This design comes from an exercise in tuning for small area on the open sky130 flow, not from production work. Power and IR drop assume default switching activity.

## job 9899
==> flow/design.v <==
`default_nettype none
package rv_exec_pkg;
  localparam int NUM_REGS     = 32;
  localparam int XLEN_DEFAULT = 32;
  localparam logic [4:0] REG_X0 = 5'd0;
  localparam logic [4:0] OP_LUI   = 5'd0;
  localparam logic [4:0] OP_AUIPC = 5'd1;
  localparam logic [4:0] OP_ADDI  = 5'd2;
  localparam logic [4:0] OP_SLTI  = 5'd3;
  localparam logic [4:0] OP_SLTIU = 5'd4;
  localparam logic [4:0] OP_XORI  = 5'd5;
  localparam logic [4:0] OP_ORI   = 5'd6;
  localparam logic [4:0] OP_ANDI  = 5'd7;
  localparam logic [4:0] OP_SLLI  = 5'd8;
  localparam logic [4:0] OP_SRLI  = 5'd9;
  localparam logic [4:0] OP_SRAI  = 5'd10;
  localparam logic [4:0] OP_ADD   = 5'd11;
  localparam logic [4:0] OP_SUB   = 5'd12;
  localparam logic [4:0] OP_SLL   = 5'd13;
  localparam logic [4:0] OP_SLT   = 5'd14;
  localparam logic [4:0] OP_SLTU  = 5'd15;
  localparam logic [4:0] OP_XOR   = 5'd16;
  localparam logic [4:0] OP_SRL   = 5'd17;
  localparam logic [4:0] OP_SRA   = 5'd18;
  localparam logic [4:0] OP_OR    = 5'd19;
  localparam logic [4:0] OP_AND   = 5'd20;
endpackage
`default_nettype wire
`default_nettype none
import rv_exec_pkg::*;
module rv_exec_top
#(
  parameter int XLEN = XLEN_DEFAULT
) (
  input  logic            in_clk,
  input  logic            in_rst,
  input  logic            instr_valid_i,
  output logic                 instr_ready_o,
  input  logic [4:0]        op_i,
  input  logic [4:0]      rd_i,
  input  logic [4:0]      rs1_i,
  input  logic [4:0]      rs2_i,
  input  logic [XLEN-1:0] imm_i,
  input  logic [XLEN-1:0] pc_i,
  output logic                 res_valid_o,
  input  logic            res_ready_i,
  output logic [4:0]           res_rd_o,
  output logic [XLEN-1:0]      res_data_o
);
  logic [4:0] t;
  logic       last;
  always_ff @(posedge in_clk or negedge in_rst) begin
    if (!in_rst) t <= '0;
    else         t <= t + 5'd1;
  end
  assign last = (t == 5'd31);
  logic clr_done;    
  logic s_p1;
  logic s_p2;
  logic s_wb;
  logic c;           
  logic is_lui, is_auipc, uses_rs2, is_sub, is_slt, is_sltu;
  logic is_xor, is_or, is_and, is_sll, is_srl, is_sra;
  logic two_pass, inv_b;
  always_comb begin
    is_lui   = 1'b0; is_auipc = 1'b0; uses_rs2 = 1'b0; is_sub  = 1'b0;
    is_slt   = 1'b0; is_sltu  = 1'b0; is_xor   = 1'b0; is_or   = 1'b0;
    is_and   = 1'b0; is_sll   = 1'b0; is_srl   = 1'b0; is_sra  = 1'b0;
    case (op_i)
      OP_LUI:   is_lui   = 1'b1;
      OP_AUIPC: is_auipc = 1'b1;
      OP_SLTI:  is_slt   = 1'b1;
      OP_SLTIU: is_sltu  = 1'b1;
      OP_XORI:  is_xor   = 1'b1;
      OP_ORI:   is_or    = 1'b1;
      OP_ANDI:  is_and   = 1'b1;
      OP_SLLI:  is_sll   = 1'b1;
      OP_SRLI:  is_srl   = 1'b1;
      OP_SRAI:  is_sra   = 1'b1;
      OP_ADD:   uses_rs2 = 1'b1;
      OP_SUB:   begin uses_rs2 = 1'b1; is_sub  = 1'b1; end
      OP_SLL:   begin uses_rs2 = 1'b1; is_sll  = 1'b1; end
      OP_SLT:   begin uses_rs2 = 1'b1; is_slt  = 1'b1; end
      OP_SLTU:  begin uses_rs2 = 1'b1; is_sltu = 1'b1; end
      OP_XOR:   begin uses_rs2 = 1'b1; is_xor  = 1'b1; end
      OP_SRL:   begin uses_rs2 = 1'b1; is_srl  = 1'b1; end
      OP_SRA:   begin uses_rs2 = 1'b1; is_sra  = 1'b1; end
      OP_OR:    begin uses_rs2 = 1'b1; is_or   = 1'b1; end
      OP_AND:   begin uses_rs2 = 1'b1; is_and  = 1'b1; end
      default:  ;
    endcase
  end
  assign two_pass = is_slt | is_sltu | is_sll | is_srl | is_sra;
  assign inv_b    = is_sub | is_slt | is_sltu;
  logic [31:0] taps;       
  logic [4:0]  wb_rd;
  logic        wbit;
  logic [31:0] out_q;
  assign taps[0] = 1'b0;
  assign wbit    = clr_done & out_q[0];
  for (genvar r = 1; r < 32; r++) begin : g_reg
    logic [31:0] ring;
    logic        wen;
    assign wen     = !clr_done || (s_wb && wb_rd == 5'(r));
    assign taps[r] = ring[0];
    always_ff @(posedge in_clk) begin
      ring <= {wen ? wbit : ring[0], ring[31:1]};
    end
  end
  logic a_bit, b_bit, bx, cin, sum, cout, lt;
  assign a_bit = is_auipc ? pc_i[t] : (!is_lui & taps[rs1_i]);
  assign b_bit = uses_rs2 ? taps[rs2_i] : imm_i[t];
  assign bx    = b_bit ^ inv_b;
  assign cin   = (t == 5'd0) ? inv_b : c;
  assign sum   = a_bit ^ bx ^ cin;
  assign cout  = (a_bit & bx) | (a_bit & cin) | (bx & cin);
  assign lt    = (is_slt && (a_bit != b_bit)) ? a_bit : !cout;
  logic [4:0] sh;
  logic       p1_bit, p2_bit, p2_shift, shift, in_bit;
  assign sh = wb_rd;    
  always_comb begin
    if (is_xor)                p1_bit = a_bit ^ b_bit;
    else if (is_or)            p1_bit = a_bit | b_bit;
    else if (is_and)           p1_bit = a_bit & b_bit;
    else if (is_srl | is_sra)  p1_bit = a_bit;
    else if (is_sll)           p1_bit = 1'b0;
    else                       p1_bit = sum;
  end
  always_comb begin
    if (is_sll) begin
      p2_shift = (t <= ~sh);
      p2_bit   = a_bit;
    end else if (is_srl | is_sra) begin
      p2_shift = (t < sh);
      p2_bit   = is_sra & out_q[31];
    end else begin
      p2_shift = 1'b1;
      p2_bit   = (t == 5'd0) & c;
    end
  end
  assign shift  = s_p1 | s_wb | (s_p2 & p2_shift);
  assign in_bit = s_p1 ? p1_bit : (s_wb ? out_q[0] : p2_bit);
  always_ff @(posedge in_clk) begin
    if (shift) out_q <= {in_bit, out_q[31:1]};
  end
  always_ff @(posedge in_clk) begin
    if (s_p1) c <= last ? lt : cout;
  end
  logic accept, start;
  assign instr_ready_o = last & ((s_p1 & !two_pass) | s_p2);
  assign accept        = instr_valid_i & instr_ready_o;
  assign start         = last & !s_p1 & !s_p2 & !s_wb & instr_valid_i &
                         (!res_valid_o | res_ready_i);
  always_ff @(posedge in_clk) begin
    if (accept)                  wb_rd <= rd_i;
    else if (s_p1 && t < 5'd5)   wb_rd <= {b_bit, wb_rd[4:1]};
  end
  always_ff @(posedge in_clk or negedge in_rst) begin
    if (!in_rst) begin
      clr_done    <= 1'b0;
      s_p1        <= 1'b0;
      s_p2        <= 1'b0;
      s_wb        <= 1'b0;
      res_valid_o <= 1'b0;
    end else begin
      if (last && s_wb)     res_valid_o <= 1'b1;
      else if (res_ready_i) res_valid_o <= 1'b0;
      if (last) begin
        clr_done <= 1'b1;
        s_p1     <= start;
        s_p2     <= s_p1 & two_pass & instr_valid_i;
        s_wb     <= accept;
      end
    end
  end
  assign res_rd_o   = wb_rd;
  assign res_data_o = out_q;
endmodule
`default_nettype wire
==> flow/config.mk <==
export PLATFORM = sky130hd
export DESIGN_NAME = rv_exec_top
export DESIGN_NICKNAME = rv_exec_top
export VERILOG_FILES = /design/flow/design.v
export SDC_FILE = /design/flow/constraint.sdc
export NUM_CORES = 4
export LEC_CHECK = 0
export CAP_MARGIN = 20
export CORE_MARGIN = 2
export CORE_UTILIZATION = 40
export CTS_BUF_LIST = sky130_fd_sc_hd__clkbuf_16
export CTS_CLUSTER_DIAMETER = 60
export CTS_CLUSTER_SIZE = 30
export SLEW_MARGIN = 20
==> flow/constraint.sdc <==
create_clock -name core_clock -period 10.0 [get_ports {in_clk}]
set_input_delay 2.0000 -clock core_clock [delete_from_list [all_inputs] [get_ports {in_clk}]]
set_output_delay 2.0000 -clock core_clock [all_outputs]
set_load 0.01 [all_outputs]
run.sh (not shown) runs the stock make flow with config.mk's settings and CLKGATE_MAP_FILE= SYNTH_SCRIPT=/design/flow/synth_recipe.tcl, a recipe that flattens the netlist after the stock synthesis.
Having completed the whole flow, job 9899 delivered a layout that passed the timing, DRC and antenna checks.
--- input diff job 9899..job 5221 ---
==> flow/flow/run.sh (new file) <==
#!/bin/bash
# The standard layout (the standard.sh, standard synthesis unchanged) with two changes:
#  - each port gets a sky130_fd_sc_hd__buf_1 buffer instead of the default buffer cell;
#  - clock tree synthesis with larger sink clusters and no dummy loads.
# make's output goes to standard.log; ORFS keeps each tool's full log under orfs/logs/.
set -euo pipefail
export BUFFER_PORTS_ARGS="-buffer_cell sky130_fd_sc_hd__buf_1"
export CTS_ARGS="-sink_clustering_enable -repair_clock_nets -dont_use_dummy_load -buf_list sky130_fd_sc_hd__clkbuf_16 -sink_clustering_size 30 -sink_clustering_max_diameter 60"
bash standard.sh > standard.log 2>&1
==> flow/standard.sh (new file) <==
#!/bin/bash
# synth_recipe.tcl (not shown) runs the flow's synth.tcl, then flattens the netlist and writes it again
# the make line also repeats each setting of config.mk as NAME=value (left out here)
make -C /OpenROAD-flow-scripts/flow DESIGN_CONFIG=/design/flow/config.mk WORK_HOME=/design/flow/orfs CLKGATE_MAP_FILE= SYNTH_SCRIPT=/design/flow/synth_recipe.tcl "${@:-finish}"
diff --git a/flow/config.mk b/flow/config.mk
--- a/flow/config.mk
+++ b/flow/config.mk
@@ -9,6 +9,3 @@
 export CORE_MARGIN = 2
 export CORE_UTILIZATION = 40
-export CTS_BUF_LIST = sky130_fd_sc_hd__clkbuf_16
-export CTS_CLUSTER_DIAMETER = 60
-export CTS_CLUSTER_SIZE = 30
 export SLEW_MARGIN = 20
removed: flow/run.sh
Findings:
Job 5221 vs job 9899 on portion of the layout cell area used by non-clock buffers: job 5221 is the lower one.
Relative to job 9899, the count of clock buffers in the final design measured on job 5221 has decreased by a few percent.
Job 5221 vs job 9899, instance count: job 5221 lower
Compared with job 9899, job 5221 is more frugal on power.
Total detailed-routing wirelength: job 9899 vs job 5221 — no meaningful difference
Diff job 5221..job 9899 | global-route wire length before repair | negligible
Final period demand of the worst path, job 5221 and job 9899: higher on job 9899
Per the comparison of job 5221 with job 9899, first-iteration DRC count went up; first-pass detailed-route iteration total did not really move; hold slack went down.
## Diff of input files: job 8574 against job 5221
==> flow/run.sh (new file) <==
#!/bin/bash
# synth_recipe.tcl (not shown) runs the flow's synth.tcl, then flattens the netlist and writes it again
# the make line also repeats each setting of config.mk as NAME=value (left out here)
make -C /OpenROAD-flow-scripts/flow DESIGN_CONFIG=/design/flow/config.mk WORK_HOME=/design/flow/orfs CLKGATE_MAP_FILE= SYNTH_SCRIPT=/design/flow/synth_recipe.tcl finish
diff --git a/flow/config.mk b/flow/config.mk
--- a/flow/config.mk
+++ b/flow/config.mk
@@ -9,3 +9,6 @@
 export CORE_MARGIN = 2
 export CORE_UTILIZATION = 40
+export CTS_BUF_LIST = sky130_fd_sc_hd__clkbuf_16
+export CTS_CLUSTER_DIAMETER = 70
+export CTS_CLUSTER_SIZE = 36
 export SLEW_MARGIN = 20
removed: flow/flow/run.sh
removed: flow/standard.sh
==> notes.md <==
Taking job 5221 as the reference, in job 8574 fmax now smaller; fraction of registers with async set/reset comparable; final area now larger.
--- input diff job 8574..job 5153 ---
diff --git a/flow/config.mk b/flow/config.mk
--- a/flow/config.mk
+++ b/flow/config.mk
@@ -9,6 +9,4 @@
 export CORE_MARGIN = 2
 export CORE_UTILIZATION = 40
-export CTS_BUF_LIST = sky130_fd_sc_hd__clkbuf_16
-export CTS_CLUSTER_DIAMETER = 70
-export CTS_CLUSTER_SIZE = 36
+export CTS_BUF_LIST = sky130_fd_sc_hd__clkbuf_2
 export SLEW_MARGIN = 20
--- outcome ---
Clock power: job 5153 > job 8574. In the reports for job 5153 and job 8574, the smaller global-route wire length before repair belongs to job 8574. Comparing total power for job 5153 and job 8574, the bigger number came from job 5153. Relative area of non-clock buffer cells in the final design of job 5153 is on par with job 8574. Job 5153 improves on job 8574 in worst-case setup margin in the final layout. [job 5153] arrival time reported for the critical path endpoint fell 30 ps relative to job 8574.
The inputs of job 9271 differ from those of job 5153 as listed below.
diff --git a/flow/config.mk b/flow/config.mk
--- a/flow/config.mk
+++ b/flow/config.mk
@@ -9,4 +9,6 @@
 export CORE_MARGIN = 2
 export CORE_UTILIZATION = 40
-export CTS_BUF_LIST = sky130_fd_sc_hd__clkbuf_2
+export CTS_BUF_LIST = sky130_fd_sc_hd__clkbuf_8
+export CTS_CLUSTER_DIAMETER = 50
+export CTS_CLUSTER_SIZE = 18
 export SLEW_MARGIN = 20
Results
Between job 9271 and job 5153, the number of inverters outside the clock class in the layout does not differ in any meaningful way.
Job 5153 → job 9271: sequential share of power has increased; final critical delay including setup and external delays up 42 ps; wire length saw a decrease.
No functional check of the RTL was part of any run of this note.

-- port drivers added, routing unchanged --
The flow's constraints put no driver on any port. The routed layouts listed below were extracted and timed again, unchanged, in two steps.
Step 1 (the two cells are an assumption about what drives the block):
set clk [get_ports {in_clk}]
set_driving_cell -lib_cell sky130_fd_sc_hd__clkbuf_16 $clk
set_driving_cell -lib_cell sky130_fd_sc_hd__buf_2 [delete_from_list [all_inputs] $clk]
Step 2, shift: input delay + t, output delay - t, t = (earliest + latest rising clock arrival at the registers) / 2. This alone moves slack from input paths to output paths.
Slacks: no drivers / after step 1 / after step 2; pairs: no drivers / after step 1.
run	t (ns)	setup slack, ns	hold WS [ns]	clock arrival spread, ns	slew at the worst register clock pin (ns)
job 9899	0.643	3.574 / 3.539 / 3.539	0.304 / 0.304 / 0.304	0.044 / 0.045	0.10 / 0.10
job 5221	0.621	4.237 / 4.202 / 4.088	0.258 / 0.258 / 0.258	0.065 / 0.065	0.10 / 0.10
job 8574	0.615	3.587 / 3.551 / 3.551	0.290 / 0.290 / 0.290	0.047 / 0.048	0.12 / 0.12
job 5153	1.289	3.622 / 3.588 / 3.588	0.275 / 0.275 / 0.275	0.099 / 0.098	0.12 / 0.12
job 9271	0.686	3.581 / 3.543 / 3.543	0.310 / 0.310 / 0.310	0.041 / 0.042	0.10 / 0.10
After both steps every run listed still meets setup and hold. The setup slack of job 5221, which loses most, moves by -0.035 ns with the drivers and by -0.149 ns with both steps.
